What follows belongs to an exercise in optimizing a design on an open flow for small area, a short achievable clock period and few clock cycles per item; a production flow would make more cautious choices.
At most, simulation tests tie the RTL to the original design; equivalence was not proved.
No activity file was given, so power comes from the tool's default toggle rates.

alpha:
## line_follow_pid_steering_core
module line_follow_pid_steering_core (
  input  logic        clk,
  input  logic        rst_n,
  input  logic        in_tvalid,
  output logic        in_tready,
  input  logic [47:0] in_tdata,    
  input  logic        in_tlast,    
  output logic        out_tvalid,
  input  logic        out_tready,
  output logic [47:0] out_tdata,
  input  logic        cfg_valid,
  output logic        cfg_ready,
  input  logic [2:0]  cfg_index,
  input  logic [31:0] cfg_data
);
  localparam logic [1:0] P_IDLE = 2'd0, P_DIV = 2'd1, P_DONE = 2'd3;
  localparam logic [1:0] B_IDLE = 2'd0, B_ABS = 2'd1, B_DIV = 2'd2, B_DONE = 2'd3;
  localparam logic [1:0] C_IDLE = 2'd0, C_RUN = 2'd1, C_RES = 2'd2;
  localparam logic [1:0] D_EMPTY = 2'd0, D_ACC = 2'd1, D_WHL = 2'd2, D_OUT = 2'd3;
  logic       rst_q;
  logic [1:0] p_st, b_st, c_st, d_st;
  logic [3:0] p_cnt, b_cnt, c_cnt;
  logic       c_ovl, out_valid_r;
  logic       handoff, p_idle_next, pb_xfer, bc_xfer;
  always_ff @(posedge clk) rst_q <= rst_n;
  logic [31:0] kp_r, ki_r, kd_r;
  logic [15:0] cruise_r;
  logic [11:0] thresh_r;
  assign cfg_ready = 1'b1;
  always_ff @(posedge clk) begin
    if (!rst_q) begin
      kp_r     <= 32'd131072000;
      ki_r     <= '0;
      kd_r     <= '0;
      cruise_r <= 16'd40000;
      thresh_r <= 12'd1000;
    end else if (cfg_valid) begin
  ...
For scale: roughly 700 flip-flops, roughly 51000 µm² of cells after synthesis.
Settings: LEC_CHECK=0, CAP_MARGIN=20, CORE_MARGIN=2, CORE_UTILIZATION=40, SLEW_MARGIN=20; clock period 11.0 ns.
standard.sh (not shown) runs the stock make flow with config.mk's settings and CLKGATE_MAP_FILE= SYNTH_SCRIPT=/design/flow/synth_recipe.tcl, a recipe that flattens the netlist after the stock synthesis.
==> flow/flow/run.sh <==
#!/bin/bash
set -euo pipefail
bash standard.sh SETUP_SLACK_MARGIN=7 finish > standard.log 2>&1
Testbench counts of alpha, summed over its fixed seeds: cycles 5,456, scans 320.
Setup changes, alpha to beta
-- flow/design.v --
<<< alpha, line 224
  end
  logic [31:0]        dt_r;
  logic               dbig_r, dzero_r;
  logic [21:0]        rem_r, q_r;
>>> beta, line 224
  end
  logic [31:0]        dt_r;
  logic [22:0]        d3_r;         
  logic               dbig_r, dzero_r;
  logic [21:0]        rem_r, q_r;
<<< alpha, line 238
  assign err_v  = pos_v - 13'sd1920;
  logic [23:0] r4, s1v, s2v, s3v;
  logic [24:0] t3a, t3b, t3c, t3x, t3y;
  logic [25:0] t3s;
  logic [21:0] rem_n, q_n;
  always_comb begin
>>> beta, line 239
  assign err_v  = pos_v - 13'sd1920;
  logic [23:0] r4, s1v, s2v, s3v;
  logic [21:0] rem_n, q_n;
  always_comb begin
<<< alpha, line 245
    s1v = r4 - {2'd0, dt_r[21:0]};
    s2v = r4 - {1'd0, dt_r[21:0], 1'b0};
    t3a = {1'b0, r4};
    t3b = ~{3'd0, dt_r[21:0]};
    t3c = ~{2'd0, dt_r[21:0], 1'b0};
    t3x = t3a ^ t3b ^ t3c;
    t3y = {(t3a[23:0] & t3b[23:0]) | (t3a[23:0] & t3c[23:0]) | (t3b[23:0] & t3c[23:0]), 1'b1};
    t3s = {t3x, 1'b1} + {t3y, 1'b1};
    s3v = {t3s[25], t3s[23:1]};
    if (dbig_r) begin
      rem_n = r4[21:0];
>>> beta, line 244
    s1v = r4 - {2'd0, dt_r[21:0]};
    s2v = r4 - {1'd0, dt_r[21:0], 1'b0};
    s3v = r4 - {1'd0, d3_r};
    if (dbig_r) begin
      rem_n = r4[21:0];
<<< alpha, line 312
            rem_r   <= '0;
            q_r     <= {1'b0, dsgn_r ? 13'(-q_r[13:0]) : q_r[12:0], 8'd0};
            dbig_r  <= |dt_r[31:21];
            dzero_r <= (dt_r == 32'd0);
>>> beta, line 305
            rem_r   <= '0;
            q_r     <= {1'b0, dsgn_r ? 13'(-q_r[13:0]) : q_r[12:0], 8'd0};
            d3_r    <= {1'b0, dt_r[21:0]} + {dt_r[21:0], 1'b0};
            dbig_r  <= |dt_r[31:21];
            dzero_r <= (dt_r == 32'd0);
Findings:
- Changes observed in beta relative to alpha: tap cell count climbed 92; maximum clock frequency dropped 0.38%; via count of the first global-routing pass climbed 1053; met3 routing resource usage after global routing dropped 0.22 points; worst hold slack barely changed.
- From alpha to beta the numbers moved as follows: time the final worst path needs with I/O delays and setup increased 0.015 ns, combinational cell fraction of total power went down 27 points, ratio of cells with drive above 1 in the final layout moved down.
The RTL of beta was laid out without a check of its function.

re-timing with driven ports:
How much do the figures lean on ideal ports? The routed layouts below were timed once more, with nothing changed but the port constraints.
Step 1 assumes that a clkbuf_16 drives the clock port and a buf_2 every other input.
Step 2 also shifts input and output timing later by t, the mid clock arrival at the registers, as if the neighbouring blocks saw the same clock.
a / b / c = no drivers / after step 1 / after step 2; a / b = the first two.
run | shift t [ns] | slack for setup (ns) | worst setup path after step 2 | worst register clock-pin slew, ns
alpha | 0.745 | 7.079 / 7.008 / 6.672 | input to register | 0.07 / 0.07
beta | 0.740 | 7.064 / 6.997 / 6.607 | input to register | 0.06 / 0.06
After both steps setup and hold are still met in every run listed. For beta, which loses most, drivers alone change the setup slack by -0.067 ns; drivers and shift together by -0.457 ns.
